What follows belongs to an exercise in optimizing a design on an open flow for small area, a short achievable clock period and few clock cycles per item; a production flow would make more cautious choices.
The RTL was checked by simulation tests, not by an equivalence proof against the original design.
No activity file was given, so power comes from the tool's default toggle rates.

==> flow/design.v, too long to show whole: its modules and the start of the top module <==
// module csa_layer: 1633 lines
// module result_buffer: 91 lines
// module wallace_mult: 33 lines
module wallace_mult (
	input  logic                  clk,
	input  logic                  rst_n,
	input  logic                  in_valid,
	input  wallace_pkg::operand_t a,
	input  wallace_pkg::operand_t b,
	output logic                  in_credit,
	output logic                  out_valid,
	output wallace_pkg::product_t product,
	input  logic                  out_credit
);
  // ...
==> flow/run.sh <==
#!/bin/bash
# synth_recipe.tcl (not shown) runs the flow's synth.tcl, then flattens the netlist and writes it again
# the make line also repeats each setting of config.mk as NAME=value (left out here)
make -C /OpenROAD-flow-scripts/flow DESIGN_CONFIG=/design/flow/config.mk WORK_HOME=/design/flow/orfs CLKGATE_MAP_FILE= SYNTH_SCRIPT=/design/flow/synth_recipe.tcl finish
==> flow/config.mk <==
export PLATFORM = sky130hd
export DESIGN_NAME = wallace_mult
export DESIGN_NICKNAME = wallace_mult
export VERILOG_FILES = /design/flow/design.v
export SDC_FILE = /design/flow/constraint.sdc
export NUM_CORES = 4
export LEC_CHECK = 0
export ABC_AREA = 1
export CAP_MARGIN = 20
export CORE_MARGIN = 2
export CORE_UTILIZATION = 40
export SETUP_SLACK_MARGIN = 1.8
export SLEW_MARGIN = 20
==> flow/constraint.sdc <==
create_clock -name core_clock -period 4.0 [get_ports {clk}]
set_input_delay 0.8000 -clock core_clock [delete_from_list [all_inputs] [get_ports {clk}]]
set_output_delay 0.8000 -clock core_clock [all_outputs]
set_load 0.01 [all_outputs]
==> results.txt, run 1 <==
- Routed met2 length: 19.1 mm
- Commonest non-fill, non-tap cell in the layout: edfxtp_1
- Max reg flops: 100
- Met3 WL: 2.31 mm
- Met1 usage: 0.247
- Total die area: 0.0450 mm²
- Mapped Cells: 1643
- Yosys top cell area share: 0.494
- Cell area after synthesis: 0.0173 mm²
- Clock slew at reported path FFs: 60 ps
- Status: complete, no violations
- Port Buffer Count: 69
- GRT Resource Usage Total: 0.185
- Die height: 212 µm
- Ranking of synthesized cells by area: edfxtp_1, fa_1, ha_1
- Largest net degree at the start of global routing: 64
- Kind of critical path: reg -> reg
- DR WL/cell: 17.6 µm
- Most frequent cell after synthesis: edfxtp_1
- Slowest cell on crit path: fa_1
- Post-CTS sizing: 64
- Xor/xnor cell area share of the yosys netlist: 0.0612
- 1st-pass router iterations: 5
- Worst Setup SP: u_csa.st2_q[15]
- Via-to-Cell Ratio: about 5.0
- Starting density of the core: 0.404
- Number of sequential cells: approximately 300
- Ys flop type: edfxtp_1
- Initial antenna violation count: 0
- Top power group: sequential cells
- First-pass GRT wire length: around 64 mm
- Comb pwr share: 0.388
- Top flop regs: u_csa.st2_q: 100 flops, u_result_buffer.mem: 64 flops, u_csa.st1_q: 61 flops
Testbench counts, summed over its fixed seeds: cycles 3,232, items 3,200.
==> inputs of run 2 (changes only) <==
--- a/flow/config.mk
+++ b/flow/config.mk
@@ -6,8 +6,9 @@
 export NUM_CORES = 4
 export LEC_CHECK = 0
-export ABC_AREA = 1
 export CAP_MARGIN = 20
 export CORE_MARGIN = 2
 export CORE_UTILIZATION = 40
+export CTS_CLUSTER_DIAMETER = 100
+export CTS_CLUSTER_SIZE = 40
 export SETUP_SLACK_MARGIN = 1.8
 export SLEW_MARGIN = 20
==> results.txt, run 2 <==
- Row Count: between 70 and 80
- FF/Latch Area: 0.00896 mm²
- Vias in the first global route: 10600
- Initial antenna violation count: 0 (unchanged)
- Xor/xnor cell area share of the yosys netlist: 0.0699 (+0.00870)
- Hold-fix buffers, CTS: 0
- IO Pins: 70
- Port Buffer Count: 69 (unchanged)
- Commonest non-fill, non-tap cell in the layout: edfxtp_1
- Synth Net Count: 1541
- Starting density of the core: 0.405 (+0.00152)
- Fin crit share: 0.567
- Hold Vio Cnt, Final: 0
- Antenna Nets Post-Route: 0
- 1st-pass router iterations: 6 (+1)
- Worst VDD drop: 316 µV
- Layout Cells excl Fill: just under 2000
- Hold WC Path Type: reg -> reg
- Fmax: 0.441 GHz
- Dpl hpwl: 24.4 mm
- Req. time, crit path: 4290 ps
- Distinct cells, synth: 71
- P&R area growth vs syn: 16.6%
- Sw frac: 0.348
- Worst-margin pin slew: 812 ps
- Simple logic cell fraction of the synthesized area: 0.0547
- Main combinational cell family by area after synthesis: compound AO/OA/AOI/OAI gates
- Core Region: 0.0420 mm²
- Comb pwr share: 0.423 (+0.035)
- Ys flop type: edfxtp_1
- Post-synthesis register bit count: 301
- Synth area leader: edfxtp_1
- Clock root cell: clkbuf_16
- Worst-Skew Late Latency: 520 ps
- Ant diodes: 0
- Most frequent cell after synthesis: edfxtp_1
- First-pass GRT wire length: 58.3 mm (-9.0%)
- Post-synthesis compound-gate area fraction: 0.138
- Pleak: 0.00790 µW
- Status: complete, no violations
- H-Tree Depth: 1
- Yosys top cell area share: 0.502 (+0.00805)
- Cell area power density: 661 mW/mm²
- Syn avg cell area: ~13 µm²
- CP Capture Type: flip-flop
- Design area: between 0.015 and 0.02 mm²
- Worst rel slew slack: 0.459
- Cell area after synthesis: 0.0170 mm² (-1.6%)
- Power Total: 13100 µW
- Mux cell area share after synthesis: 0.00587
- Clock skew: approximately 39 ps
- Post-layout util: 0.473
- Reg power frac: 0.438
- Initial DRC count: 864
- Clock power frac: 0.139
- Top flop regs: u_csa.st2_q: 100 flops, u_result_buffer.mem: 64 flops, u_csa.st1_q: 61 flops
- Finish-stage setup viols: 0
- Routed WL: 35.9 mm
- Crit path launch type: flip-flop
- Fraction of layout cells with a size suffix above 1: 0.166
- Slew Viols, Final: 0
- Via-to-Cell Ratio: 5.33 (+5.8%)
- Most frequent cells in the layout: edfxtp_1, inv_1, xnor2_1
- CTS Sinks: approximately 300
- Placement Cell Area: 0.0180 mm²
- Inst Count DP: 1848
- RD Place Congestion: 0.894
- GRT Resource Usage Total: 0.163 (-0.0217)
- Ranking of synthesized cells by area: edfxtp_1, fa_1, xnor2_1
- DR WL/cell: 18.0 µm (+2.4%)
- Die height: 210 µm (-0.79%)
- DR DRC count: 0
- Internal: about 8600 µW
- Max Cap Viol: 0
- Most flops, register: u_csa.st2_q
- Largest net degree at the start of global routing: 64 (unchanged)
- DIE WIDTH: approximately 210 µm
- Max reg flops: 100 (unchanged)
- Area of the multi-input gates: 0.00735 mm²
- RSZ-0062 raised after global routing: true
- Critical Path AT: 2550 ps
- Total die area: 0.0443 mm² (-1.6%)
- # fillers: 3745
- Sequential share of the synthesized area: 0.526
- Syn. warnings: 2
- Num CTS Buffers: 15
- Final net count: ~1600
- Via Count: 10600
- Final min period: 2270 ps
- Clock slew at reported path FFs: 120 ps (+60 ps)
- Grt ovf: 0
- Sw Pwr: 4570 µW
- Synth top cells by count: edfxtp_1, inv_1, xnor2_1
- CTS max path bufs: 3
- TritonCTS clock tree: built
- Number of synthesized flops with an enable pin: 285
- Kind of critical path: reg -> reg
- Setup TNS: 0 ps
- Crit Path Max Fanout: 3
- Ys async rst share: 0.0532
- Post-Synth Adder-Cell Area: 0.136
- Mapped Cells: 1359 (-17%)
run 2: stage by stage:
stage	hold WS [ps]	setup WS (ps)
2_1_floorplan	400	1480
3_3_place_gp	424	681
3_5_place_dp	422	632
4_1_cts	448	1690
5_1_grt	435	1660
6_report	443	1730
run 2: worst max-delay path, cell delays in order (launching register included):
cell,delay [ps]
edfxtp_1,360
inv_2,40
fa_1,550
inv_2,40
fa_1,510
ha_4,210
a21o_1,160
a21o_1,160
run 2: layout make-up:
cell class	count	area share
inverters	153	0.0289
clock inverters	8	0.00598
flip-flops and latches	301	0.451
well taps	539	0.0339
repair buffers	190	0.0908
clock buffers	17	0.0193
multi-input cells	780	0.370
run 2: final timing paths:
path,start,endpoint,slack [ps],cells after the start
worst min register to register,u_csa.st2_q[98],u_csa.st3_q[34],440,0
min in group asynchronous,rst_n,u_result_buffer.out_cnt[0],690,1
max in group asynchronous,rst_n,u_result_buffer.count[2],2820,1
worst min-delay path,u_csa.st2_q[98],u_csa.st3_q[34],440,0
worst max-delay path,u_csa.st2_q[15],u_csa.st3_q[49],1730,7
worst max register to register,u_csa.st2_q[15],u_csa.st3_q[49],1730,7
run 2: power by group through the flow:
stage	sequential (µW)	combinational, µW	clock (µW)
final	5750	5550	1830
after floorplan	5590	3710	0
after detailed placement	5960	4790	0
after CTS	5770	5310	1900
after global routing	5880	6350	2000
after global placement	5930	4670	0
run 2: timing repair:
item                                    4_1_cts  5_1_grt
resized for setup                            74       61
pin swaps                                    28       39
cloned                                        3        0
setup buffers                                85       25
endpoints found under the setup margin      246      166
run 2: layer usage:
metal,vias up,wire (µm),part of all wire,track usage
met3,69,2370,0.066,0.0244
met1,5156,16300,0.46,0.233
met4,0,670,0.019,0.0372
li1,5001,-,-,-
met5,-,0,0,0
met2,368,16500,0.46,0.264
run 2: logic make-up after synthesis:
group                      count (synthesis)
DFF                                      301
AOI/OAI and AO/OA                        287
buffers and inverters                    281
and+or+nand+nor                          198
adders and majority gates                147
xor gates and xnor gates                 136
muxes                                      9
==> inputs of run 3 (changes only) <==
--- a/flow/config.mk
+++ b/flow/config.mk
@@ -9,6 +9,4 @@
 export CORE_MARGIN = 2
 export CORE_UTILIZATION = 40
-export CTS_CLUSTER_DIAMETER = 100
-export CTS_CLUSTER_SIZE = 40
 export SETUP_SLACK_MARGIN = 1.8
 export SLEW_MARGIN = 20
==> results.txt, run 3 <==
- Ant diodes: 0 (unchanged)
- Worst-Skew Late Latency: 550 ps (+30 ps)
- Final net count: 1645 (+1.4%)
- Antenna Nets Post-Route: 0 (unchanged)
- Sequential share of the synthesized area: 0.526 (unchanged)
- Worst Setup SP: u_csa.st2_q[15]
- Most flops, register: u_csa.st2_q
- Worst Path Buf+Inv: 2 (unchanged)
- Worst hold stages: 1 (+1)
- Crit path launch type: flip-flop
- Design area: 0.0203 mm² (+2.4%)
- FF/Latch Area: 0.00896 mm² (unchanged)
- Placement Cell Area: 0.0180 mm² (unchanged)
- RSZ-0062 raised after global routing: true
- Hold Crit Start: a[0]
- Total die area: 0.0443 mm² (unchanged)
- Finish-stage setup viols: 0 (unchanged)
- Num CTS Buffers: 37 (+22)
- 1st-pass router iterations: 7 (+1)
- Fin crit share: 0.568 (+0.000927)
- Power Total: 14300 µW (+9.3%)
- # fillers: 3728 (-0.45%)
- Yosys top cell area share: 0.502 (unchanged)
- Row Count: 75 (unchanged)
- Largest net degree at the start of global routing: 64 (unchanged)
- Fmax: 0.440 GHz (-0.16%)
- Port Buffer Count: 69 (unchanged)
- Met3 WL: 2.59 mm (+9.3%)
- Inst Count DP: 1848 (unchanged)
- DR DRC count: 0 (unchanged)
- DR WL/cell: 18.2 µm (+0.77%)
- FF-to-FF Start: u_csa.st2_q[15]
- DIE WIDTH: 210 µm (unchanged)
- Syn avg cell area: 12.5 µm² (unchanged)
- CP Capture Type: flip-flop
- CTS max path bufs: 3 (unchanged)
- Max reg flops: 100 (unchanged)
- CP top delay family: adder cells
- Final min period: 2270 ps (+3.71 ps)
- Starting density of the core: 0.405 (unchanged)
- Top flop regs: u_csa.st2_q: 100 flops, u_result_buffer.mem: 64 flops, u_csa.st1_q: 61 flops
- IO Pins: 70 (unchanged)
- First-pass GRT wire length: 59.7 mm (+2.4%)
- Initial antenna violation count: 1 (+1)
- Max incr delay on CP: 550 ps (about the same)
- CTS Sinks: 301 (unchanged)
- Status: complete, no violations
- Most frequent cells in the layout: edfxtp_1, inv_1, xnor2_1
- Via-to-Cell Ratio: 5.31 (-0.43%)
- Hold slack: 429 ps (-13.8 ps)
- TritonCTS clock tree: built
- Wl on met1: 16.4 mm (+0.73%)
- Ranking of synthesized cells by area: edfxtp_1, fa_1, xnor2_1
- Critical path cell sequence: inv_2, fa_1, inv_2, fa_1, ha_4, a21o_1, a21o_1
- Slew Viols, Final: 0 (unchanged)
- Routed WL: 36.9 mm (+2.9%)
- Crit Path Max Fanout: 3 (unchanged)
- Ys async rst share: 0.0532 (unchanged)
- Worst rel slew slack: 0.466 (+0.00695)
- Dpl hpwl: 24.4 mm (unchanged)
- Distinct cells, synth: 71 (unchanged)
- H-Tree Depth: 2 (+1)
- Worst r2r path cells: 7 (unchanged)
- Mapped Cells: 1359 (unchanged)
- Cell area after synthesis: 0.0170 mm² (unchanged)
- Layout Cells excl Fill: 2029 (+2.1%)
- Vias in the first global route: 10800 (+2.2%)
- Cell area power density: 705 mW/mm² (+6.7%)
- Max Cap Viol: 0 (unchanged)
- Min-Delay Endpoint: u_csa.st1_q[21]
- Syn. warnings: 2 (unchanged)
- Worst-margin pin slew: 801 ps (-10.4 ps)
- Grt ovf: 0 (unchanged)
- Fraction of layout cells with a size suffix above 1: 0.176 (+0.00952)
- Ys flop type: edfxtp_1
- Pleak: 0.00811 µW (+2.6%)
- Synth Net Count: 1541 (unchanged)
- Kind of critical path: reg -> reg
- Routed met2 length: 16.7 mm (+1.1%)
- Clock skew: 17.5 ps (-21.6 ps)
- Clock root cell: clkbuf_16
- Critical Path AT: 2560 ps (about the same)
- Most frequent cell after synthesis: edfxtp_1
- Area of the multi-input gates: 0.00733 mm² (-0.29%)
- Worst VDD drop: 361 µV (+14%)
- Post-synthesis register bit count: 301 (unchanged)
- Hold Vio Cnt, Final: 0 (unchanged)
- Via Count: 10800 (+1.6%)
- Req. time, crit path: 4290 ps (about the same)
- Core Region: 0.0420 mm² (unchanged)
- Worst reg2reg path endpoint: u_csa.st3_q[49]
- Slowest cell on crit path: fa_1
- Synth area leader: edfxtp_1
- Clock slew at reported path FFs: 50 ps (-70 ps)
- Number of synthesized flops with an enable pin: 285 (unchanged)
- Hold-fix buffers, CTS: 0 (unchanged)
- RD Place Congestion: 0.894 (unchanged)
- Initial DRC count: 766 (-11%)
- DR top layer: met5
- Synth top cells by count: edfxtp_1, inv_1, xnor2_1
- Commonest non-fill, non-tap cell in the layout: edfxtp_1
- Setup TNS: 0 ps (unchanged)
- Die height: 210 µm (unchanged)
- Flop2flop setup slack: 1730 ps (about the same)
- P&R area growth vs syn: 19.3%
- Hold WC Path Type: in -> reg
- GRT Resource Usage Total: 0.171 (+0.00743)
[run 3: cell counts after synthesis]
No cell type changed its count.
[run 3: cell type report]
cell class | instances | area share
sequential | 301 | 0.441
multi-input combinational | 781 | 0.360
timing repair buffer | 189 | 0.0833
clock buffer | 47 | 0.0474
tap | 539 | 0.0332
inverter | 153 | 0.0282
clock inverter | 19 | 0.00689
[run 3: logic make-up after synthesis]
kind of cell	after synthesis	synth area share
AND/OR/NAND/NOR	198	0.0547
buffers and inverters	281	0.0693
multiplexers	9	0.00587
AO/OA/AOI/OAI	287	0.138
XOR/XNOR	136	0.0699
flip-flops	301	0.526
adder cells (fa/ha/maj)	147	0.136
[run 3: what timing repair did]
action / in CTS / in global routing
pin swaps: 28 / 27
buffers inserted: 89 / 21
endpoints found under the setup margin: 251 / 148
gates resized for setup: 81 / 43
cloned: 3 / 1
[run 3: worst max path at each step]
stage | endpoint | cells past startpoint | slack, ps
3_3_place_gp | u_csa.st1_q[38] | 9 | 680
2_1_floorplan | u_csa.st1_q[38] | 8 | 1480
5_1_grt | u_csa.st3_q[49] | 7 | 1650
4_1_cts | u_csa.st3_q[49] | 7 | 1680
3_5_place_dp | u_csa.st1_q[38] | 9 | 630
6_report | u_csa.st3_q[49] | 7 | 1730
[run 3: stage by stage]
stage | util | setup WS (ps)
final | 0.484 | 1730
after global routing | 0.484 | 1650
after CTS | 0.475 | 1680
after detailed placement | 0.427 | 632
after global placement | 0.427 | 681
after floorplan | - | 1480
[run 3: power breakdown]
group | internal, µW | switching [µW] | leakage [µW]
sequential | 5190 | 583 | 0.00298
combinational | 2560 | 2940 | 0.00459
clock | 1780 | 1290 | 0.000540
total | 9530 | 4810 | 0.00811
[run 3: metal layers]
layer  vias up  GRT usage
met1      5156      0.234
met2       419      0.272
met4         2     0.0517
met5         -          0
li1       5075          -
met3       114     0.0380
==> inputs of run 4 (changes only) <==
--- a/flow/config.mk
+++ b/flow/config.mk
@@ -6,7 +6,8 @@
 export NUM_CORES = 4
 export LEC_CHECK = 0
+export ABC_AREA = 1
 export CAP_MARGIN = 20
 export CORE_MARGIN = 2
 export CORE_UTILIZATION = 40
-export SETUP_SLACK_MARGIN = 1.8
+export SETUP_SLACK_MARGIN = 2.0
 export SLEW_MARGIN = 20
==> results.txt, run 4 <==
- Clock root cell: clkbuf_16
- Fin crit share: 0.555 (-0.0123)
- Grt ovf: 0 (unchanged)
- CP top delay family: adder cells
- Crit path launch type: flip-flop
- DR WL/cell: 17.9 µm (-1.6%)
- Sequential share of the synthesized area: 0.517 (-0.00843)
- Most frequent cells in the layout: edfxtp_1, nand2_1, inv_1
- Via-to-Cell Ratio: 5.00 (-5.8%)
- Most frequent cell after synthesis: edfxtp_1
- Worst-Skew Late Latency: 540 ps (about the same)
- Via Count: 12000 (+12%)
- Ys async rst share: 0.0532 (unchanged)
- Hold-fix buffers, CTS: 0 (unchanged)
- Min-Delay Endpoint: u_csa.st3_q[56]
- Hold slack: 420 ps (-8.71 ps)
- Commonest non-fill, non-tap cell in the layout: edfxtp_1
- Fmax: 0.450 GHz (+2.2%)
- Initial antenna violation count: 0 (-1)
- Initial DRC count: 880 (+15%)
- Syn. warnings: 2 (unchanged)
- Vias in the first global route: 11800 (+9.3%)
- Core Region: 0.0429 mm² (+2.0%)
- Ranking of synthesized cells by area: edfxtp_1, fa_1, ha_1
- CTS max path bufs: 3 (unchanged)
- Num CTS Buffers: 35 (-5.4%)
- RD Place Congestion: 0.955 (+6.8%)
- Post-Synth Adder-Cell Area: 0.134 (-0.00219)
- CP Capture Type: flip-flop
- Mux cell area share after synthesis: 0 (-0.00587)
- Hold Vio Cnt, Final: 0 (unchanged)
- Largest net degree at the start of global routing: 64 (unchanged)
- Mapped Cells: 1643 (+21%)
- Slew Viols, Final: 0 (unchanged)
- Synth Net Count: 1825 (+18%)
- Starting density of the core: 0.404 (-0.00152)
- Antenna Nets Post-Route: 0 (unchanged)
- 1st-pass router iterations: 6 (-1)
- Main combinational cell family by area after synthesis: adder cells
- RSZ-0062 raised after global routing: true
- # fillers: 3788 (+1.6%)
- Crit Path Max Fanout: 2 (-1)
- Dpl hpwl: 28.0 mm (+15%)
- Setup TNS: 0 ps (unchanged)
- Slowest cell on crit path: fa_1
- Row Count: 76 (+1.3%)
- FF-to-FF Start: u_csa.st2_q[15]
- IO Pins: 70 (unchanged)
- Worst reg2reg path endpoint: u_csa.st3_q[49]
- Pleak: 0.00912 µW (+12%)
- Clock skew: 14.4 ps (-3.09 ps)
- FF/Latch Area: 0.00896 mm² (about the same)
- Worst Path Buf+Inv: 3 (+1)
- Distinct cells, synth: 36 (-49%)
- Ant diodes: 0 (unchanged)
- Post-synthesis compound-gate area fraction: 0.0887 (-0.0494)
- Top flop regs: u_csa.st2_q: 100 flops, u_result_buffer.mem: 64 flops, u_csa.st1_q: 61 flops
- Cell area after synthesis: 0.0173 mm² (+1.6%)
- H-Tree Depth: 2 (unchanged)
- Yosys top cell area share: 0.494 (-0.00805)
- Die height: 212 µm (+0.80%)
- Kind of critical path: reg -> reg
- Fraction of layout cells with a size suffix above 1: 0.225 (+0.0492)
- Total die area: 0.0450 mm² (+1.6%)
- Post-synthesis register bit count: 301 (unchanged)
- Area of the multi-input gates: 0.00775 mm² (+5.8%)
- Worst-margin pin slew: 796 ps (-5.63 ps)
- First-pass GRT wire length: 65.2 mm (+9.2%)
- Synth area leader: edfxtp_1
- Cell area power density: 695 mW/mm² (-1.5%)
- Max incr delay on CP: 530 ps (-20 ps)
- Ys flop type: edfxtp_1
- Power Total: 15100 µW (+5.4%)
- TritonCTS clock tree: built
- Synth top cells by count: edfxtp_1, inv_1, nand2_1
- Hold WC Path Type: reg -> reg
- CTS Sinks: 301 (unchanged)
- Xor/xnor cell area share of the yosys netlist: 0.0612 (-0.00870)
- Number of synthesized flops with an enable pin: 285 (unchanged)
- Final min period: 2220 ps (-49.2 ps)
- Routed WL: 43.0 mm (+17%)
- Worst hold stages: 0 (-1)
- Port Buffer Count: 69 (unchanged)
- Critical path cell sequence: inv_2, fa_1, inv_1, fa_1, ha_4, inv_2, o21bai_1, a21o_1
- Req. time, crit path: 4280 ps (about the same)
- Worst VDD drop: 399 µV (+11%)
- Final net count: 1984 (+21%)
- P&R area growth vs syn: 25.7%
- GRT Resource Usage Total: 0.189 (+0.0181)
- Finish-stage setup viols: 0 (unchanged)
- Worst r2r path cells: 8 (+1)
- Status: complete, no violations
- Worst Setup SP: u_csa.st2_q[15]
- Syn avg cell area: 10.5 µm² (-16%)
- DR DRC count: 0 (unchanged)
- Worst rel slew slack: 0.470 (+0.00375)
- DIE WIDTH: 212 µm (+0.80%)
- Simple logic cell fraction of the synthesized area: 0.112 (+0.0568)
- Most flops, register: u_csa.st2_q
- Max reg flops: 100 (unchanged)
- Max Cap Viol: 0 (unchanged)
- Critical Path AT: 2500 ps (-60 ps)
- Clock slew at reported path FFs: 50 ps (about the same)
- Hold Crit Start: u_csa.st2_q[101]
- Flop2flop setup slack: 1780 ps (+50 ps)
[run 4: worst max-delay path by stage]
stage,depth (start not counted),end,slack (ps)
after floorplan,6,u_csa.st2_q[0],1200
after global placement,8,u_csa.st1_q[36],1260
after detailed placement,8,u_csa.st1_q[36],1270
after CTS,8,u_csa.st3_q[49],1790
after global routing,8,u_csa.st3_q[49],1700
final,8,u_csa.st3_q[49],1780
[run 4: per-stage QoR]
stage               setup slack [ps]  std cells  utilization  area (µm²)
detailed placement              1270       2219        0.430       18500
global route                    1700       2407        0.508       21800
finish                          1780       2407        0.508       21800
global placement                1260       2219        0.430       18500
floorplan                       1200       1643            -       17400
CTS                             1790       2353        0.481       20600
[run 4: metal layers]
metal	global-route usage	share of wire
met5	0	0
met4	0.0719	0.039
met3	0.0251	0.057
met2	0.315	0.47
met1	0.251	0.43
[run 4: cell families (layout without fill, tap and decap cells)]
family                     after synthesis  after routing
buffers and inverters                  365            542
and+or+nand+nor                        462            462
AOI/OAI and AO/OA                      247            249
xor gates and xnor gates               121            121
adders and majority gates              147            147
DFF                                    301            301
[run 4: layout make-up]
cell class                      instances  area share
Sequential cell                       301       0.412
Tap cell                              585      0.0336
Clock buffer                           40      0.0430
Inverter                              281      0.0556
Timing Repair Buffer                  193      0.0921
Multi-Input combinational cell        979       0.356
Clock inverter                         17     0.00414
Timing Repair inverter                 11     0.00379
[run 4: power breakdown]
group | internal, µW | total, µW | switching (µW)
logic | 3000 | 6610 | 3610
registers | 5170 | 5620 | 448
clock network | 1670 | 2890 | 1220
[run 4: what timing repair did]
action,4_1_cts,5_1_grt
buffers inserted,68,44
setup endpoints to repair,324,219
cloned,9,10
resized for setup,179,146
pin swaps,19,74
==> inputs of run 5 (changes only) <==
--- a/flow/config.mk
+++ b/flow/config.mk
@@ -6,8 +6,9 @@
 export NUM_CORES = 4
 export LEC_CHECK = 0
-export ABC_AREA = 1
 export CAP_MARGIN = 20
 export CORE_MARGIN = 2
 export CORE_UTILIZATION = 40
-export SETUP_SLACK_MARGIN = 2.0
+export CTS_CLUSTER_DIAMETER = 80
+export CTS_CLUSTER_SIZE = 30
+export SETUP_SLACK_MARGIN = 1.8
 export SLEW_MARGIN = 20
==> results.txt, run 5 <==
- Worst-margin pin slew: 807 ps (+11.9 ps)
- Top flop regs: u_csa.st2_q: 100 flops, u_result_buffer.mem: 64 flops, u_csa.st1_q: 61 flops
- Initial antenna violation count: 1 (+1)
- Sw frac: 0.354 (+0.00490)
- Vias in the first global route: 10600 (-9.7%)
- Post-synthesis compound-gate area fraction: 0.138 (+0.0494)
- Hold Vio Cnt, Final: 0 (unchanged)
- Syn avg cell area: 12.5 µm² (+19%)
- Final min period: 2280 ps (+54.8 ps)
- Antenna Nets Post-Route: 0 (unchanged)
- Largest net degree at the start of global routing: 64 (unchanged)
- CP Capture Type: flip-flop
- Final net count: 1632 (-18%)
- Critical Path AT: 2570 ps (+70 ps)
- Comb pwr share: 0.408 (-0.029)
- CTS Sinks: 301 (unchanged)
- Distinct cells, synth: 71 (+97%)
- Dpl hpwl: 24.4 mm (-13%)
- Crit path launch type: flip-flop
- Starting density of the core: 0.405 (+0.00152)
- Worst rel slew slack: 0.462 (-0.00790)
- RSZ-0062 raised after global routing: true
- Number of synthesized flops with an enable pin: 285 (unchanged)
- Setup WS post-layout: 1720 ps (-54.8 ps)
- DR WL/cell: 18.2 µm (+1.9%)
- Cell area power density: 680 mW/mm² (-2.1%)
- Hold WC Path Type: reg -> reg
- Core Region: 0.0420 mm² (-2.0%)
- Fin crit share: 0.569 (+0.0137)
- Placement Setup Slack: 632 ps (-633 ps)
- Slew Viols, Final: 0 (unchanged)
- Inst Count DP: 1848 (-17%)
- Most flops, register: u_csa.st2_q
- Kind of critical path: reg -> reg
- Ys async rst share: 0.0532 (unchanged)
- Setup TNS: 0 ps (unchanged)
- Post-Synth Adder-Cell Area: 0.136 (+0.00219)
- Commonest non-fill, non-tap cell in the layout: edfxtp_1
- Pleak: 0.00800 µW (-12%)
- Synth Net Count: 1541 (-16%)
- Max reg flops: 100 (unchanged)
- Row Count: 75 (-1.3%)
- Grt ovf: 0 (unchanged)
- Status: complete, no violations
- Worst-Skew Late Latency: 550 ps (about the same)
- Total die area: 0.0443 mm² (-1.6%)
- Via-to-Cell Ratio: 5.29 (+5.8%)
- Mux cell area share after synthesis: 0.00587 (+0.00587)
- Ant diodes: 0 (unchanged)
- GRT Resource Usage Total: 0.167 (-0.0220)
- DR DRC count: 0 (unchanged)
- Port Buffer Count: 69 (unchanged)
- Clock root cell: clkbuf_16
- Via Count: 10600 (-12%)
- Worst VDD drop: 287 µV (-28%)
- Clock skew: 32.9 ps (+18.4 ps)
- Syn. warnings: 2 (unchanged)
- RD Place Congestion: 0.894 (-6.3%)
- Post-synthesis register bit count: 301 (unchanged)
- Routed WL: 36.5 mm (-15%)
- Synth area leader: edfxtp_1
- Most frequent cell after synthesis: edfxtp_1
- Cell area after synthesis: 0.0170 mm² (-1.6%)
- Sw Pwr: 4860 µW (-7.9%)
- Synth top cells by count: edfxtp_1, inv_1, xnor2_1
- Clock slew at reported path FFs: 100 ps (+50 ps)
- Yosys top cell area share: 0.502 (+0.00805)
- Xor/xnor cell area share of the yosys netlist: 0.0699 (+0.00870)
- P&R area growth vs syn: 18.4%
- CTS max path bufs: 3 (unchanged)
- Main combinational cell family by area after synthesis: compound AO/OA/AOI/OAI gates
- Reg power frac: 0.419 (+0.047)
- IO Pins: 70 (unchanged)
- First-pass GRT wire length: 59.3 mm (-9.0%)
- Finish-stage setup viols: 0 (unchanged)
- Ys flop type: edfxtp_1
- Layout Cells excl Fill: 2003 (-17%)
- Most frequent cells in the layout: edfxtp_1, inv_1, xnor2_1
- 1st-pass router iterations: 7 (+1)
- H-Tree Depth: 1 (-1)
- Fmax: 0.439 GHz (-2.4%)
- Simple logic cell fraction of the synthesized area: 0.0547 (-0.0568)
- TritonCTS clock tree: built
- Req. time, crit path: 4300 ps (+20 ps)
- Ranking of synthesized cells by area: edfxtp_1, fa_1, xnor2_1
- Clock power frac: 0.174 (-0.017)
- Fraction of layout cells with a size suffix above 1: 0.178 (-0.0474)
- Initial DRC count: 785 (-11%)
- Internal: 8870 µW (-9.9%)
- Max Cap Viol: 0 (unchanged)
- Num CTS Buffers: 20 (-43%)
- DIE WIDTH: 210 µm (-0.79%)
- Die height: 210 µm (-0.79%)
- Crit Path Max Fanout: 3 (+1)
- Mapped Cells: 1359 (-17%)
- Sequential share of the synthesized area: 0.526 (+0.00843)
==> run 5: cells by family after synthesis <==
family	count (synthesis)
XOR/XNOR	136
adder cells (fa/ha/maj)	147
buffers and inverters	281
AND/OR/NAND/NOR	198
AO/OA/AOI/OAI	287
flip-flops	301
multiplexers	9
==> run 5: stage by stage <==
step	area (µm²)	total power [µW]	util	hold slack [ps]
after detailed placement	18000	10700	0.427	422
after CTS	19700	13600	0.468	443
after global placement	18000	10600	0.427	424
after floorplan	17100	9300	-	400
final	20200	13700	0.480	432
after global routing	20200	14800	0.480	424
==> run 5: power groups by stage <==
| stage | clock, µW | sequential (µW) | combinational [µW] |
|---|---|---|---|
| 6_report | 2380 | 5750 | 5590 |
| 5_1_grt | 2580 | 5870 | 6390 |
| 4_1_cts | 2470 | 5770 | 5360 |
| 3_5_place_dp | 0 | 5960 | 4790 |
| 3_3_place_gp | 0 | 5930 | 4670 |
| 2_1_floorplan | 0 | 5590 | 3710 |
==> run 5: path summary, 6_finish.rpt <==
path	startpoint	end	cells past startpoint	slack, ps
max reg2reg	u_csa.st2_q[15]	u_csa.st3_q[49]	7	1720
min reg2reg	u_csa.st2_q[90]	u_csa.st3_q[0]	0	430
max	u_csa.st2_q[15]	u_csa.st3_q[49]	7	1720
min	u_csa.st2_q[90]	u_csa.st3_q[0]	0	430
max in group asynchronous	rst_n	u_result_buffer.out_valid	1	2810
min in group asynchronous	rst_n	u_result_buffer.up_cnt[1]	1	670
==> run 5: routing by layer <==
layer	routed length (µm)	GRT usage	part of all wire
met5	9	0	0.00025
met4	874	0.0423	0.024
met3	2140	0.0222	0.059
met2	17000	0.271	0.47
met1	16400	0.237	0.45
==> run 5: area by class of cell <==
| class | count | area [µm²] |
|---|---|---|
| clock inverter | 15 | 277 |
| clock buffer | 21 | 526 |
| inverter | 153 | 577 |
| sequential | 301 | 8960 |
| timing repair buffer | 193 | 1780 |
| multi-input combinational | 781 | 7380 |
| fill | 3699 | 21900 |
| tap | 539 | 674 |
==> run 5: repair_timing <==
item                       CTS  global route
hold buffers                 0             0
resized for setup           79            59
setup endpoints to repair  254           156
cloned                       3             1
pin swaps                   26            40
setup buffers               88            25
==> run 5: worst max-delay path: stages (launching register included) <==
cell and delay [ps]:
edfxtp_1 350, inv_2 40, fa_1 550, inv_2 40
fa_1 510, ha_4 220, a21o_1 160, a21o_1 160
==> inputs of run 6 (changes only) <==
--- a/flow/config.mk
+++ b/flow/config.mk
@@ -6,7 +6,8 @@
 export NUM_CORES = 4
 export LEC_CHECK = 0
+export ABC_AREA = 1
 export CAP_MARGIN = 20
 export CORE_MARGIN = 2
-export CORE_UTILIZATION = 40
+export CORE_UTILIZATION = 55
 export CTS_CLUSTER_DIAMETER = 80
 export CTS_CLUSTER_SIZE = 30
==> results.txt, run 6 <==
- Worst-margin pin slew: 765 ps (-42.3 ps)
- Dpl hpwl: 27.6 mm (+13%)
- Synth area leader: edfxtp_1
- # fillers: 2461 (-33%)
- Setup WS post-layout: 1760 ps (+37.5 ps)
- Ant diodes: 0 (unchanged)
- Via-to-Cell Ratio: 5.52 (+4.4%)
- Worst-Skew Late Latency: 530 ps (-20 ps)
- Synth top cells by count: edfxtp_1, inv_1, nand2_1
- Req. time, crit path: 4290 ps (about the same)
- Commonest non-fill, non-tap cell in the layout: edfxtp_1
- Final net count: 1869 (+15%)
- Fin crit share: 0.560 (-0.00937)
- Initial antenna violation count: 0 (-1)
- CTS max path bufs: 3 (unchanged)
- Status: complete, no violations
- Flop2flop setup slack: 1760 ps (+40 ps)
- Number of synthesized flops with an enable pin: 285 (unchanged)
- Top flop regs: u_csa.st2_q: 100 flops, u_result_buffer.mem: 64 flops, u_csa.st1_q: 61 flops
- DR DRC count: 0 (unchanged)
- Area of the multi-input gates: 0.00706 mm² (-4.3%)
- Hold Vio Cnt, Final: 0 (unchanged)
- Yosys top cell area share: 0.494 (-0.00805)
- Design area: 0.0193 mm² (-4.5%)
- Clock skew: 30.3 ps (-2.61 ps)
- DIE WIDTH: 181 µm (-14%)
- Layout Cells excl Fill: 2094 (+4.5%)
- Worst Path Buf+Inv: 3 (+1)
- Post-layout util: 0.625 (+0.145)
- Placement Cell Area: 0.0181 mm² (+1.1%)
- Syn avg cell area: 10.5 µm² (-16%)
- Routed WL: 38.8 mm (+6.4%)
- Post-synthesis register bit count: 301 (unchanged)
- Hold WC Path Type: reg -> reg
- Finish-stage setup viols: 0 (unchanged)
- Critical path cell sequence: inv_2, fa_1, inv_1, fa_1, ha_4, inv_2, o21bai_1, a21o_1
- H-Tree Depth: 1 (unchanged)
- Initial DRC count: 1029 (+31%)
- Cell area after synthesis: 0.0173 mm² (+1.6%)
- Clock slew at reported path FFs: 110 ps (about the same)
- Critical Path AT: 2530 ps (-40 ps)
- Setup TNS: 0 ps (unchanged)
- Sequential share of the synthesized area: 0.517 (-0.00843)
- Starting density of the core: 0.562 (+0.156)
- Cell area power density: 670 mW/mm² (-1.4%)
- P&R area growth vs syn: 11.3%
- Vias in the first global route: 11300 (+6.6%)
- Kind of critical path: reg -> reg
- Ys flop type: edfxtp_1
- FF/Latch Area: 0.00896 mm² (about the same)
- Mapped Cells: 1643 (+21%)
- Num CTS Buffers: 17 (-15%)
- Crit Path Max Fanout: 2 (-1)
- First-pass GRT wire length: 61.2 mm (+3.3%)
- Fmax: 0.447 GHz (+1.7%)
- Antenna Nets Post-Route: 0 (unchanged)
- Die height: 181 µm (-14%)
- Grt ovf: 0 (unchanged)
- Total die area: 0.0329 mm² (-26%)
- Most frequent cells in the layout: edfxtp_1, inv_1, nand2_1
- IO Pins: 70 (unchanged)
- Clock root cell: clkbuf_16
- Via Count: 11600 (+9.1%)
- CP Capture Type: flip-flop
- Crit path launch type: flip-flop
- Most frequent cell after synthesis: edfxtp_1
- Pleak: 0.00827 µW (+3.3%)
- Max Cap Viol: 0 (unchanged)
- Slowest cell on crit path: fa_1
- Inst Count DP: 2029 (+9.8%)
- Worst VDD drop: 312 µV (+8.7%)
- 1st-pass router iterations: 6 (-1)
- Syn. warnings: 2 (unchanged)
- Core Region: 0.0308 mm² (-27%)
- Placement Setup Slack: 1090 ps (+460 ps)
- Ranking of synthesized cells by area: edfxtp_1, fa_1, ha_1
- Slew Viols, Final: 0 (unchanged)
- GRT Resource Usage Total: 0.238 (+0.0708)
- TritonCTS clock tree: built
- Largest net degree at the start of global routing: 69 (+7.8%)
- Max incr delay on CP: 530 ps (-20 ps)
- CTS Sinks: 301 (unchanged)
- Most flops, register: u_csa.st2_q
- Max reg flops: 100 (unchanged)
- Final min period: 2240 ps (-37.5 ps)
- Fraction of layout cells with a size suffix above 1: 0.0948 (-0.0828)
- DR WL/cell: 18.5 µm (+1.7%)
- Row Count: 64 (-15%)
- Worst rel slew slack: 0.488 (+0.0266)
- Ys async rst share: 0.0532 (unchanged)
- RSZ-0062 raised after global routing: true
- Port Buffer Count: 69 (unchanged)
- Distinct cells, synth: 36 (-49%)
- RD Place Congestion: 0.944 (+5.6%)
- Synth Net Count: 1825 (+18%)
- CP top delay family: adder cells
run 6: worst reg2reg max path: stages, from the launching register on:
cell,delay [ps]
edfxtp_1,360
inv_2,40
fa_1,530
inv_1,50
fa_1,520
ha_4,210
inv_2,50
o21bai_1,70
a21o_1,160
run 6: stage by stage:
stage          hold WS [ps]  total power, µW
2_1_floorplan           400             9250
3_3_place_gp            417            10500
3_5_place_dp            407            10700
4_1_cts                 432            12900
5_1_grt                 452            14000
6_report                428            12900
run 6: area by class of cell:
cell class                 count  area share
clock inverter                12     0.00727
clock buffer                  18      0.0223
multi-input combinational    979       0.366
timing repair inverter         1    0.000389
tap                          396      0.0257
inverter                     281      0.0601
sequential                   301       0.465
timing repair buffer         106      0.0530
run 6: final timing paths:
path	start	cells past startpoint	to
hold / removal	u_csa.st2_q[98]	0	u_csa.st3_q[34]
min in group asynchronous	rst_n	1	u_result_buffer.count[2]
setup / recovery	u_csa.st2_q[15]	8	u_csa.st3_q[49]
max in group asynchronous	rst_n	1	u_result_buffer.out_valid
setup reg to reg	u_csa.st2_q[15]	8	u_csa.st3_q[49]
hold reg to reg	u_csa.st2_q[98]	0	u_csa.st3_q[34]
run 6: report_power, final:
group          switching, µW  internal [µW]
Combinational           3190           2190
Sequential               446           5150
Clock                   1100            849
run 6: cells by family (layout without fill, tap and decap cells):
| family | after synthesis | count (layout) | synth area share |
|---|---|---|---|
| adders and majority gates | 147 | 147 | 0.134 |
| AOI/OAI and AO/OA | 247 | 249 | 0.0887 |
| DFF | 301 | 301 | 0.517 |
| and+or+nand+nor | 462 | 462 | 0.112 |
| xor gates and xnor gates | 121 | 121 | 0.0612 |
| buffers and inverters | 365 | 418 | 0.0870 |
run 6: layer usage:
layer	wire length [µm]	track usage	vias to the layer above
li1	-	-	5594
met1	17100	0.326	5409
met2	17300	0.379	458
met3	2490	0.0363	106
met4	1880	0.103	0
met5	0	0	-
run 6: timing repair:
item,CTS,global route
resized for setup,61,49
pin swaps,5,10
setup endpoints to repair,226,77
buffers inserted,16,16
gates cloned,3,0
hold buffers,0,0
==> inputs of run 7 (changes only) <==
--- a/flow/config.mk
+++ b/flow/config.mk
@@ -9,7 +9,7 @@
 export CAP_MARGIN = 20
 export CORE_MARGIN = 2
-export CORE_UTILIZATION = 55
+export CORE_UTILIZATION = 40
 export CTS_CLUSTER_DIAMETER = 80
 export CTS_CLUSTER_SIZE = 30
-export SETUP_SLACK_MARGIN = 1.8
+export SETUP_SLACK_MARGIN = 1.9
 export SLEW_MARGIN = 20
==> results.txt, run 7 <==
- Status: complete, no violations
- Xor/xnor cell area share of the yosys netlist: 0.0612 (unchanged)
- Initial DRC count: 832 (-19%)
- Distinct cells, synth: 36 (unchanged)
- Critical Path AT: 2490 ps (-40 ps)
- Crit Path Max Fanout: 2 (unchanged)
- Max Cap Viol: 0 (unchanged)
- DR DRC count: 0 (unchanged)
- CTS max path bufs: 3 (unchanged)
- Met1 usage: 0.249 (-0.0773)
- Setup WS post-layout: 1820 ps (+62.0 ps)
- P&R area growth vs syn: 19.3%
- Mux cell area share after synthesis: 0 (unchanged)
- Synth area leader: edfxtp_1
- Total die area: 0.0450 mm² (+37%)
- Req. time, crit path: 4310 ps (+20 ps)
- First-pass GRT wire length: 63.6 mm (+3.8%)
- Clock slew at reported path FFs: 110 ps (about the same)
- Grt ovf: 0 (unchanged)
- Clock skew: 19.2 ps (-11.0 ps)
- Syn avg cell area: 10.5 µm² (unchanged)
- Main combinational cell family by area after synthesis: adder cells
- Syn. warnings: 2 (unchanged)
- Dpl hpwl: 28.0 mm (+1.5%)
- Synth top cells by count: edfxtp_1, inv_1, nand2_1
- IO Pins: 70 (unchanged)
- Kind of critical path: reg -> reg
- Sequential share of the synthesized area: 0.517 (unchanged)
- Fin crit share: 0.544 (-0.0155)
- FF-to-FF Start: u_csa.st2_q[15]
- RD Place Congestion: 0.955 (+1.2%)
- CTS Sinks: 301 (unchanged)
- Pleak: 0.00880 µW (+6.5%)
- Via-to-Cell Ratio: 4.98 (-9.8%)
- Most frequent cell after synthesis: edfxtp_1
- Worst-Skew Late Latency: 540 ps (about the same)
- Placement Setup Slack: 1170 ps (+81.8 ps)
- Fraction of layout cells with a size suffix above 1: 0.155 (+0.0601)
- Setup TNS: 0 ps (unchanged)
- # fillers: 3910 (+59%)
- Met3 usage: 0.0250 (-0.0113)
- Initial antenna violation count: 0 (unchanged)
- Fmax: 0.459 GHz (+2.8%)
- Vias in the first global route: 11300 (-0.26%)
- Row Count: 76 (+19%)
- GRT Resource Usage Total: 0.181 (-0.0567)
- Die height: 212 µm (+17%)
- Simple logic cell fraction of the synthesized area: 0.112 (unchanged)
- Cell area after synthesis: 0.0173 mm² (unchanged)
- Synth Net Count: 1825 (unchanged)
- Largest net degree at the start of global routing: 64 (-7.2%)
- Core Region: 0.0429 mm² (+39%)
- Via Count: 11700 (+1.4%)
- Number of synthesized flops with an enable pin: 285 (unchanged)
- Hold-fix buffers, CTS: 0 (unchanged)
- Most frequent cells in the layout: edfxtp_1, nand2_1, inv_1
- Hold Vio Cnt, Final: 0 (unchanged)
- Worst VDD drop: 363 µV (+16%)
- Top flop regs: u_csa.st2_q: 100 flops, u_result_buffer.mem: 64 flops, u_csa.st1_q: 61 flops
- Clock root cell: clkbuf_16
- Ys flop type: edfxtp_1
- Ys async rst share: 0.0532 (unchanged)
- RSZ-0062 raised after global routing: true
- Yosys top cell area share: 0.494 (unchanged)
- Finish-stage setup viols: 0 (unchanged)
- Antenna Nets Post-Route: 0 (unchanged)
- Worst rel slew slack: 0.450 (-0.0380)
- 1st-pass router iterations: 5 (-1)
- Commonest non-fill, non-tap cell in the layout: edfxtp_1
- Post-synthesis register bit count: 301 (unchanged)
- Hold WC Path Type: reg -> reg
- Final min period: 2180 ps (-62.0 ps)
- Hold slack: 427 ps (-1.78 ps)
- GR Layer Usage met2: 0.292 (-0.0867)
- H-Tree Depth: 1 (unchanged)
- DIE WIDTH: 212 µm (+17%)
- Hold Crit Start: u_csa.st2_q[90]
- Flop2flop setup slack: 1820 ps (+60 ps)
- Final net count: 1937 (+3.6%)
- DR WL/cell: 17.8 µm (-4.2%)
- Ant diodes: 0 (unchanged)
- Worst Setup SP: u_csa.st2_q[15]
- Most Used Layer, Global Route: met2
- Most flops, register: u_csa.st2_q
- TritonCTS clock tree: built
- Slew Viols, Final: 0 (unchanged)
- Routed WL: 41.8 mm (+7.7%)
- Post-Synth Adder-Cell Area: 0.134 (unchanged)
- CP Capture Type: flip-flop
- Ranking of synthesized cells by area: edfxtp_1, fa_1, ha_1
- Port Buffer Count: 69 (unchanged)
- Mapped Cells: 1643 (unchanged)
- Max reg flops: 100 (unchanged)
- Starting density of the core: 0.404 (-0.158)
- Worst-margin pin slew: 825 ps (+59.4 ps)
- Crit path launch type: flip-flop
- Num CTS Buffers: 20 (+3)
- Post-synthesis compound-gate area fraction: 0.0887 (unchanged)
- Cell area power density: 677 mW/mm² (+1.0%)
run 7: cell count changes in the layout (fill, tap and decap cells not counted), sizes merged:
cell and change:
buf +57, clkbuf +8, clkdlybuf4s50 -12, clkinv +3, clkinvlp +6, dlygate4sd2 -1, dlymetal6s2s +12, inv -2
run 7: kinds of logic (layout without fill, tap and decap cells):
family                     count (synthesis)  after routing
AOI/OAI and AO/OA                        247            249
buffers and inverters                    365            489
DFF                                      301            301
adders and majority gates                147            147
and+or+nand+nor                          462            462
xor gates and xnor gates                 121            121
run 7: area by class of cell:
cell class | instances | area (µm²) | share of cell area
Tap cell | 585 | 732 | 0.0354
Clock buffer | 22 | 529 | 0.0256
Timing Repair inverter | 6 | 42.5 | 0.00206
Clock inverter | 14 | 225 | 0.0109
Multi-Input combinational cell | 979 | 7330 | 0.355
Sequential cell | 301 | 8960 | 0.434
Inverter | 281 | 1190 | 0.0576
Timing Repair Buffer | 166 | 1660 | 0.0801
run 7: timing repair:
item | in CTS | in global routing
resized for setup | 101 | 91
cloned | 5 | 6
buffers inserted | 28 | 60
pin swaps | 16 | 30
endpoints found under the setup margin | 310 | 137
run 7: where the power goes:
part	switching (µW)	total (µW)	internal, µW
combinational	3440	6060	2630
sequential	436	5590	5150
clock	1270	2340	1080
run 7: critical path, stage by stage (launching register included):
cell and delay (ps):
edfxtp_1 350, inv_2 40, fa_1 520, inv_1 50
fa_1 520, ha_4 220, inv_4 60, o21bai_4 50
a21o_1 150
run 7: path summary, 6_finish.rpt:
| kind | depth (start not counted) | endpoint |
|---|---|---|
| worst max-delay path | 8 | u_csa.st3_q[49] |
| worst min-delay path | 0 | u_csa.st3_q[0] |
| worst max register to register | 8 | u_csa.st3_q[49] |
| worst min register to register | 0 | u_csa.st3_q[0] |
| max in group asynchronous | 1 | u_result_buffer.out_valid |
| min in group asynchronous | 1 | u_result_buffer.out_cnt[0] |
run 7: stage by stage:
stage | instances | total power [µW] | instance area (µm²) | util
after floorplan | 1643 | 9250 | 17400 | -
after global placement | 2219 | 10600 | 18400 | 0.428
after detailed placement | 2219 | 10700 | 18400 | 0.428
after CTS | 2288 | 13500 | 19700 | 0.459
after global routing | 2354 | 15200 | 20700 | 0.482
final | 2354 | 14000 | 20700 | 0.482
run 7: layer usage:
metal	wire length, µm	up-vias
li1	-	5733
met1	18300	5456
met2	19100	444
met3	2810	97
met4	1600	0
met5	0	-
==> inputs of run 8 (changes only) <==
--- a/flow/config.mk
+++ b/flow/config.mk
@@ -12,4 +12,5 @@
 export CTS_CLUSTER_DIAMETER = 80
 export CTS_CLUSTER_SIZE = 30
-export SETUP_SLACK_MARGIN = 1.9
+export SETUP_SLACK_MARGIN = 1.8
 export SLEW_MARGIN = 20
+export TNS_END_PERCENT = 20
==> results.txt, run 8 <==
- Status: complete, no violations
- Initial DRC count: 928 (+12%)
- Req. time, crit path: 3200 ps (-1110 ps)
- DR WL/cell: 16.9 µm (-4.6%)
- Mapped Cells: 1643 (unchanged)
- Commonest non-fill, non-tap cell in the layout: edfxtp_1
- Crit Path Max Fanout: 5 (+3)
- Via Count: 11400 (-2.5%)
- RSZ-0062 raised after global routing: true
- Dpl hpwl: 28.0 mm (+0.16%)
- Antenna Nets Post-Route: 0 (unchanged)
- Worst VDD drop: 314 µV (-13%)
- Critical Path AT: 1550 ps (-940 ps)
- Port Buffer Count: 69 (unchanged)
- DIE WIDTH: 212 µm (unchanged)
- Slowest cell on crit path: clkdlybuf4s50_1
- Total die area: 0.0450 mm² (unchanged)
- Worst rel slew slack: 0.433 (-0.0177)
- Core Region: 0.0429 mm² (unchanged)
- Num CTS Buffers: 18 (-10%)
- Clock root cell: clkbuf_16
- Routed WL: 39.0 mm (-6.6%)
- H-Tree Depth: 1 (unchanged)
- Most flops, register: u_csa.st2_q
- Syn. warnings: 2 (unchanged)
- TritonCTS clock tree: built
- CP Capture Type: output port
- Starting density of the core: 0.404 (unchanged)
- Crit path launch type: flip-flop
- Slew Viols, Final: 0 (unchanged)
- Max reg flops: 100 (unchanged)
- Fin crit share: 0.586 (+0.0423)
- Row Count: 76 (unchanged)
- CP top delay family: buffers and inverters
- Synth top cells by count: edfxtp_1, inv_1, nand2_1
- Worst-margin pin slew: 850 ps (+25.3 ps)
- Yosys top cell area share: 0.494 (unchanged)
- Grt ovf: 0 (unchanged)
- IO Pins: 70 (unchanged)
- Cell area power density: 669 mW/mm² (-1.3%)
- Max incr delay on CP: 570 ps (+50 ps)
- Setup TNS: 0 ps (unchanged)
- CTS Sinks: 301 (unchanged)
- Worst Path Buf+Inv: 1 (-2)
- Most frequent cells in the layout: edfxtp_1, inv_1, nand2_1
- Post-layout util: 0.465 (-0.0172)
- P&R area growth vs syn: 15.1%
- Clock skew: 22.7 ps (+3.49 ps)
- Hold-fix buffers, CTS: 0 (unchanged)
- Number of synthesized flops with an enable pin: 285 (unchanged)
- 1st-pass router iterations: 6 (+1)
- Syn avg cell area: 10.5 µm² (unchanged)
- Worst-Skew Late Latency: 540 ps (about the same)
- Sequential share of the synthesized area: 0.517 (unchanged)
- Kind of critical path: reg -> out
- Top flop regs: u_csa.st2_q: 100 flops, u_result_buffer.mem: 64 flops, u_csa.st1_q: 61 flops
- DR DRC count: 0 (unchanged)
- Ant diodes: 0 (unchanged)
- GRT Resource Usage Total: 0.173 (-0.00830)
- Ranking of synthesized cells by area: edfxtp_1, fa_1, ha_1
- Ys async rst share: 0.0532 (unchanged)
- Critical path cell sequence: clkdlybuf4s50_1
- CTS max path bufs: 3 (unchanged)
- Initial antenna violation count: 0 (unchanged)
- Final net count: 1890 (-2.4%)
- Ys flop type: edfxtp_1
- Cell area after synthesis: 0.0173 mm² (unchanged)
- Most frequent cell after synthesis: edfxtp_1
- Largest net degree at the start of global routing: 64 (unchanged)
- Hold WC Path Type: reg -> reg
- Fraction of layout cells with a size suffix above 1: 0.0983 (-0.0566)
- RD Place Congestion: 0.930 (-2.7%)
- Fmax: 0.426 GHz (-7.2%)
- Vias in the first global route: 11100 (-2.0%)
- Distinct cells, synth: 36 (unchanged)
- Finish-stage setup viols: 0 (unchanged)
- Via-to-Cell Ratio: 4.96 (-0.41%)
- Final min period: 2350 ps (+169 ps)
- Clock slew at reported path FFs: 110 ps (about the same)
- Post-synthesis register bit count: 301 (unchanged)
- Die height: 212 µm (unchanged)
- Synth Net Count: 1825 (unchanged)
- Hold Vio Cnt, Final: 0 (unchanged)
- Synth area leader: edfxtp_1
- First-pass GRT wire length: 60.9 mm (-4.2%)
- Max Cap Viol: 0 (unchanged)
- Pleak: 0.00840 µW (-4.5%)
run 8: repair_timing:
item | 4_1_cts | 5_1_grt
buffers inserted | 0 | 44
pin swaps | 0 | 6
cloned | 2 | 4
setup endpoints to repair | 235 | 275
gates resized for setup | 1 | 71
run 8: layer usage:
metal	share of wire	vias to the layer above	track usage
met1	0.46	5385	0.240
met5	0	-	0
met2	0.46	349	0.282
met3	0.048	72	0.0230
met4	0.031	0	0.0537
li1	-	5633	-
run 8: kinds of logic after synthesis:
kind of cell,synth area share
flops,0.517
xor+xnor,0.0612
simple gates,0.112
compound gates,0.0887
fa+ha+maj,0.134
buf+inv,0.0870
run 8: power by group:
| part | internal, µW | switching, µW |
|---|---|---|
| Clock | 1010 | 1210 |
| Combinational | 2360 | 3140 |
| Sequential | 5160 | 455 |
| Total | 8530 | 4800 |
run 8: layout make-up:
cell class / instances / area [µm²]
clock buffer: 20 / 468
clock inverter: 12 / 220
fill: 3919 / 23000
inverter: 281 / 1200
multi-input combinational: 978 / 7030
sequential: 301 / 8960
tap: 585 / 732
timing repair buffer: 125 / 1300
timing repair inverter: 3 / 17.5
run 8: stage by stage:
stage | hold slack [ps] | cell area [µm²] | power, µW | worst slack, ps | instances
after floorplan | 400 | 17400 | 9250 | 1200 | 1643
after global placement | 420 | 18400 | 10600 | 1110 | 2222
after detailed placement | 432 | 18400 | 10700 | 1100 | 2222
after CTS | 465 | 19100 | 13000 | 1460 | 2256
after global routing | 471 | 19900 | 14400 | 1600 | 2305
final | 461 | 19900 | 13300 | 1650 | 2305
run 8: path summary, 6_finish.rpt:
check | from | end | slack (ps) | cells past startpoint
setup / recovery | u_result_buffer.in_credit | in_credit | 1650 | 1
hold reg to reg | u_csa.st2_q[98] | u_csa.st3_q[34] | 460 | 0
min in group asynchronous | rst_n | u_result_buffer.out_cnt[0] | 690 | 1
max in group asynchronous | rst_n | u_result_buffer.out_valid | 2770 | 1
hold / removal | u_csa.st2_q[98] | u_csa.st3_q[34] | 460 | 0
setup reg to reg | u_csa.st1_q[49] | u_csa.st2_q[38] | 1790 | 6
==> inputs of run 9 (changes only) <==
--- a/flow/config.mk
+++ b/flow/config.mk
@@ -14,3 +14,2 @@
 export SETUP_SLACK_MARGIN = 1.8
 export SLEW_MARGIN = 20
-export TNS_END_PERCENT = 20
==> results.txt, run 9 <==
- Via Count: 11600 (+1.6%)
- Num CTS Buffers: 18 (unchanged)
- Antenna Nets Post-Route: 0 (unchanged)
- Row Count: 76 (unchanged)
- Worst r2r path cells: 8 (+2)
- Synth Net Count: 1825 (unchanged)
- Largest net degree at the start of global routing: 64 (unchanged)
- Core Region: 0.0429 mm² (unchanged)
- Post-synthesis register bit count: 301 (unchanged)
- 1st-pass router iterations: 5 (-1)
- Clock slew at reported path FFs: 110 ps (about the same)
- CTS max path bufs: 3 (unchanged)
- Routed WL: 40.6 mm (+4.0%)
- CTS Sinks: 301 (unchanged)
- Post-layout util: 0.461 (-0.00423)
- FF-to-FF Start: u_csa.st2_q[15]
- Final net count: 1883 (-0.37%)
- Max reg flops: 100 (unchanged)
- Finish-stage setup viols: 0 (unchanged)
- Via-to-Cell Ratio: 5.06 (+1.9%)
- Final min period: 2200 ps (-149 ps)
- Pleak: 0.00838 µW (-0.27%)
- Clock root cell: clkbuf_16
- Hold slack: 449 ps (-11.8 ps)
- Ranking of synthesized cells by area: edfxtp_1, fa_1, ha_1
- DR WL/cell: 17.7 µm (+4.3%)
- Fraction of layout cells with a size suffix above 1: 0.102 (+0.00390)
- Hold Crit Start: u_csa.st2_q[98]
- Req. time, crit path: 4310 ps (+1110 ps)
- Yosys top cell area share: 0.494 (unchanged)
- Number of synthesized flops with an enable pin: 285 (unchanged)
- Hold WC Path Type: reg -> reg
- Status: complete, no violations
- Ant diodes: 0 (unchanged)
- Power Total: 13200 µW (-1.2%)
- Worst reg2reg path endpoint: u_csa.st3_q[49]
- Max Cap Viol: 0 (unchanged)
- Die height: 212 µm (unchanged)
- Synth area leader: edfxtp_1
- Port Buffer Count: 69 (unchanged)
- Setup WS post-layout: 1800 ps (+149 ps)
- Fmax: 0.455 GHz (+6.8%)
- Initial DRC count: 843 (-9.2%)
- Most flops, register: u_csa.st2_q
- Hold Vio Cnt, Final: 0 (unchanged)
- Ys async rst share: 0.0532 (unchanged)
- Crit Path Max Fanout: 3 (-2)
- RSZ-0062 raised after global routing: true
- DR DRC count: 0 (unchanged)
- Clock skew: 26.9 ps (+4.14 ps)
- Synth top cells by count: edfxtp_1, inv_1, nand2_1
- Sequential share of the synthesized area: 0.517 (unchanged)
- Fin crit share: 0.549 (-0.0372)
- GRT Resource Usage Total: 0.181 (+0.00806)
- First-pass GRT wire length: 63.3 mm (+3.9%)
- Setup TNS: 0 ps (unchanged)
- DIE WIDTH: 212 µm (unchanged)
- Slew Viols, Final: 0 (unchanged)
- Starting density of the core: 0.404 (unchanged)
- CP Capture Type: flip-flop
- Initial antenna violation count: 0 (unchanged)
- Worst rel slew slack: 0.453 (+0.0200)
- Worst-margin pin slew: 821 ps (-28.8 ps)
- IO Pins: 70 (unchanged)
- Worst hold stages: 0 (unchanged)
- Distinct cells, synth: 36 (unchanged)
- Kind of critical path: reg -> reg
- Placement Setup Slack: 1110 ps (+13.1 ps)
- Total die area: 0.0450 mm² (unchanged)
- Vias in the first global route: 11300 (+1.7%)
- Mapped Cells: 1643 (unchanged)
- Grt ovf: 0 (unchanged)
- Critical Path AT: 2510 ps (+960 ps)
- P&R area growth vs syn: 14.0%
- Worst-Skew Late Latency: 540 ps (about the same)
- # fillers: 3982 (+1.6%)
- Worst VDD drop: 381 µV (+21%)
- RD Place Congestion: 0.926 (-0.39%)
- Cell area after synthesis: 0.0173 mm² (unchanged)
- Syn avg cell area: 10.5 µm² (unchanged)
- TritonCTS clock tree: built
- Cell area power density: 667 mW/mm² (-0.26%)
- H-Tree Depth: 1 (unchanged)
- Flop2flop setup slack: 1800 ps (about the same)
- Crit path launch type: flip-flop
- Syn. warnings: 2 (unchanged)
- Most frequent cells in the layout: edfxtp_1, inv_1, nand2_1
- Ys flop type: edfxtp_1
- Most frequent cell after synthesis: edfxtp_1
- Dpl hpwl: 28.3 mm (+1.0%)
- Top flop regs: u_csa.st2_q: 100 flops, u_result_buffer.mem: 64 flops, u_csa.st1_q: 61 flops
- Commonest non-fill, non-tap cell in the layout: edfxtp_1
- Min-Delay Endpoint: u_csa.st3_q[34]
run 9: cell counts after synthesis:
No cell type changed its count.
run 9: worst max-delay path by stage:
stage / from / end / slack, ps
6_report: u_csa.st2_q[15] / u_csa.st3_q[49] / 1800
5_1_grt: u_csa.st2_q[15] / u_csa.st3_q[49] / 1690
4_1_cts: u_result_buffer.out_valid / u_result_buffer.count[2] / 1700
3_5_place_dp: a[1] / u_csa.st1_q[34] / 1110
3_3_place_gp: a[1] / u_csa.st1_q[34] / 1170
2_1_floorplan: u_result_buffer.out_valid / u_csa.st2_q[0] / 1200
run 9: logic make-up after synthesis:
family	count (synthesis)	share of synthesized area
AND/OR/NAND/NOR	462	0.112
buffers and inverters	365	0.0870
flip-flops	301	0.517
AO/OA/AOI/OAI	247	0.0887
adder cells (fa/ha/maj)	147	0.134
XOR/XNOR	121	0.0612
run 9: stage by stage:
stage / instance area, µm² / instances
final: 19800 / 2298
after global routing: 19800 / 2298
after CTS: 19200 / 2267
after detailed placement: 18400 / 2218
after global placement: 18400 / 2218
after floorplan: 17400 / 1643
run 9: repair_timing:
action / 4_1_cts / 5_1_grt
resized for setup: 65 / 65
gates cloned: 5 / 7
hold buffers: 0 / 0
pin swaps: 6 / 15
buffers inserted: 12 / 24
endpoints found under the setup margin: 270 / 227
run 9: report_power, final:
part	switching, µW	internal (µW)	leakage, µW
Clock	1150	909	0.000299
Sequential	435	5150	0.00299
Combinational	3260	2270	0.00510
run 9: area by class of cell:
type / instances / area, µm² / share of cell area
Timing Repair Buffer: 113 / 1110 / 0.0562
Inverter: 281 / 1160 / 0.0590
Sequential cell: 301 / 8960 / 0.454
Tap cell: 585 / 732 / 0.0371
Multi-Input combinational cell: 979 / 7120 / 0.360
Clock buffer: 20 / 458 / 0.0232
Timing Repair inverter: 7 / 50.0 / 0.00253
Clock inverter: 12 / 155 / 0.00786
run 9: per-layer routing:
metal  part of all wire  GRT usage
met5                  0          0
met2               0.47      0.305
met3              0.049     0.0205
met1               0.46      0.248
met4              0.025     0.0483
run 9: critical path, cell delays in order (launching register included):
cell and delay (ps):
edfxtp_1 360, inv_2 40, fa_1 540, inv_2 40, fa_1 510, ha_4 210, inv_2 50, o21bai_1 70
a21o_1 160
==> inputs of run 10 (changes only) <==
--- a/flow/config.mk
+++ b/flow/config.mk
@@ -12,4 +12,5 @@
 export CTS_CLUSTER_DIAMETER = 80
 export CTS_CLUSTER_SIZE = 30
+export PLACE_DENSITY = 0.75
 export SETUP_SLACK_MARGIN = 1.8
 export SLEW_MARGIN = 20
==> results.txt, run 10 <==
- Req. time, crit path: 4290 ps (-20 ps)
- DR DRC count: 0 (unchanged)
- Slew Viols, Final: 0 (unchanged)
- Hold Crit Start: u_csa.st2_q[101]
- Worst hold stages: 0 (unchanged)
- Sequential share of the synthesized area: 0.517 (unchanged)
- Ys flop type: edfxtp_1
- Reg power frac: 0.429 (+0.005)
- Sw Pwr: 4770 µW (-1.6%)
- CTS max path bufs: 3 (unchanged)
- Sw frac: 0.365 (-0.00260)
- Antenna Nets Post-Route: 0 (unchanged)
- Pleak: 0.00835 µW (-0.36%)
- # fillers: 3880 (-2.6%)
- Clock power frac: 0.146 (-0.010)
- Critical Path AT: 2580 ps (+70 ps)
- Post-synthesis register bit count: 301 (unchanged)
- 1st-pass router iterations: 5 (unchanged)
- Largest net degree at the start of global routing: 64 (unchanged)
- Fin crit share: 0.572 (+0.0226)
- Initial antenna violation count: 1 (+1)
- Starting density of the core: 0.404 (unchanged)
- First-pass GRT wire length: 61.0 mm (-3.6%)
- H-Tree Depth: 1 (unchanged)
- Final min period: 2290 ps (+90.6 ps)
- Worst-Skew Late Latency: 530 ps (about the same)
- Most flops, register: u_csa.st2_q
- Most Used Layer, Global Route: met2
- Port Buffer Count: 69 (unchanged)
- Clock slew at reported path FFs: 110 ps (about the same)
- Ranking of synthesized cells by area: edfxtp_1, fa_1, ha_1
- Vias in the first global route: 11200 (-0.94%)
- Hold WC Path Type: reg -> reg
- DIE WIDTH: 212 µm (unchanged)
- Initial DRC count: 772 (-8.4%)
- Worst r2r path cells: 8 (unchanged)
- Die height: 212 µm (unchanged)
- Crit path launch type: flip-flop
- IO Pins: 70 (unchanged)
- Hold Vio Cnt, Final: 0 (unchanged)
- Syn. warnings: 2 (unchanged)
- FF-to-FF Start: u_csa.st2_q[5]
- Final net count: 1875 (-0.42%)
- Synth area leader: edfxtp_1
- Worst VDD drop: 386 µV (+1.2%)
- Row Count: 76 (unchanged)
- Syn avg cell area: 10.5 µm² (unchanged)
- Worst-margin pin slew: 813 ps (-8.09 ps)
- Fmax: 0.437 GHz (-4.0%)
- Via-to-Cell Ratio: 5.04 (-0.33%)
- P&R area growth vs syn: 13.3%
- Clock skew: 19.1 ps (-7.74 ps)
- Layout Cells excl Fill: 2290 (-0.35%)
- DR WL/cell: 16.9 µm (-4.1%)
- Fraction of layout cells with a size suffix above 1: 0.0957 (-0.00650)
- CP Capture Type: flip-flop
- Max reg flops: 100 (unchanged)
- Num CTS Buffers: 17 (-1)
- Setup TNS: 0 ps (unchanged)
- Clock root cell: clkbuf_16
- Routed WL: 38.8 mm (-4.5%)
- Mapped Cells: 1643 (unchanged)
- Number of synthesized flops with an enable pin: 285 (unchanged)
- GR Layer Usage met2: 0.283 (-0.0217)
- Dpl hpwl: 27.4 mm (-3.2%)
- Most frequent cell after synthesis: edfxtp_1
- Met1 usage: 0.238 (-0.00963)
- Status: complete, no violations
- Inst Count DP: 2217 (-0.045%)
- Commonest non-fill, non-tap cell in the layout: edfxtp_1
- CTS Sinks: 301 (unchanged)
-- run 10: metal layers --
metal / part of all wire / wire length (µm) / up-vias
li1: - / - / 5607
met1: 0.44 / 17000 / 5454
met2: 0.47 / 18300 / 400
met3: 0.060 / 2310 / 78
met4: 0.031 / 1200 / 0
met5: 0 / 0 / -
-- run 10: area by class of cell --
class / count / area [µm²] / area share
Antenna cell: 1 / 2.50 / 0.000127
Clock buffer: 22 / 454 / 0.0231
Clock inverter: 8 / 85.1 / 0.00433
Inverter: 281 / 1170 / 0.0594
Multi-Input combinational cell: 979 / 7100 / 0.362
Sequential cell: 301 / 8960 / 0.457
Tap cell: 585 / 732 / 0.0373
Timing Repair Buffer: 109 / 1100 / 0.0560
Timing Repair inverter: 4 / 27.5 / 0.00140
-- run 10: final timing paths --
kind | to | slack [ps]
worst max register to register | u_csa.st3_q[49] | 1710
min in group asynchronous | u_result_buffer.out_cnt[0] | 700
max in group asynchronous | u_result_buffer.out_valid | 2790
worst max-delay path | u_csa.st3_q[49] | 1710
worst min-delay path | u_csa.st3_q[56] | 430
worst min register to register | u_csa.st3_q[56] | 430
-- run 10: logic make-up after synthesis --
logic type                 count (synthesis)  synth area share
buffers and inverters                    365            0.0870
and+or+nand+nor                          462             0.112
DFF                                      301             0.517
AOI/OAI and AO/OA                        247            0.0887
adders and majority gates                147             0.134
xor gates and xnor gates                 121            0.0612
-- run 10: through the flow --
stage	worst slack, ps	total power, µW	utilization
floorplan	1200	9250	-
global placement	1150	10400	0.428
detailed placement	1130	10700	0.428
CTS	1730	12800	0.445
global route	1620	14100	0.458
finish	1710	13100	0.458
-- run 10: worst max-delay path, cell delays in order, from the launching register on --
cell and delay [ps]:
edfxtp_1 350, inv_2 40, fa_1 560, inv_2 40
fa_1 550, ha_4 220, inv_2 60, o21bai_1 90
a21o_1 160
-- run 10: power by group through the flow --
| stage | Sequential [µW] | Clock (µW) | Combinational, µW |
|---|---|---|---|
| after floorplan | 5540 | 0 | 3710 |
| after CTS | 5600 | 1970 | 5280 |
| after global placement | 5660 | 0 | 4790 |
| final | 5600 | 1910 | 5550 |
| after global routing | 5720 | 2070 | 6290 |
| after detailed placement | 5700 | 0 | 5000 |
-- run 10: what timing repair did --
action / in CTS / in global routing
pin swaps: 5 / 16
resized for setup: 62 / 58
cloned: 5 / 2
setup buffers: 9 / 26
setup endpoints to repair: 264 / 193
hold buffers: 0 / 0

what the ideal ports hide:
In the flow no input, the clock included, has a driving cell. The finished layouts below were timed again as built, in two steps.
Step 1, drivers: a clkbuf_16 drives clk and a buf_2 each remaining input, both assumed.
Step 2, shift: input delay + t, output delay - t, t = (earliest + latest rising clock arrival at the registers) / 2. This alone moves slack from input paths to output paths.
Three values: ideal ports, drivers, drivers and shift; two values: the first two.
run | t, ns | setup WS [ns]
run 1 | 0.581 | 1.780 / 1.780 / 1.245
run 2 | 0.556 | 1.733 / 1.701 / 1.210
run 3 | 0.595 | 1.729 / 1.729 / 1.251
run 4 | 0.576 | 1.779 / 1.779 / 1.537
run 5 | 0.582 | 1.724 / 1.724 / 1.219
run 6 | 0.565 | 1.761 / 1.761 / 1.336
run 7 | 0.582 | 1.823 / 1.823 / 1.397
run 8 | 0.583 | 1.654 / 1.604 / 1.202
run 9 | 0.579 | 1.803 / 1.777 / 1.271
run 10 | 0.567 | 1.713 / 1.713 / 1.312
After both steps every run listed still meets setup and hold.
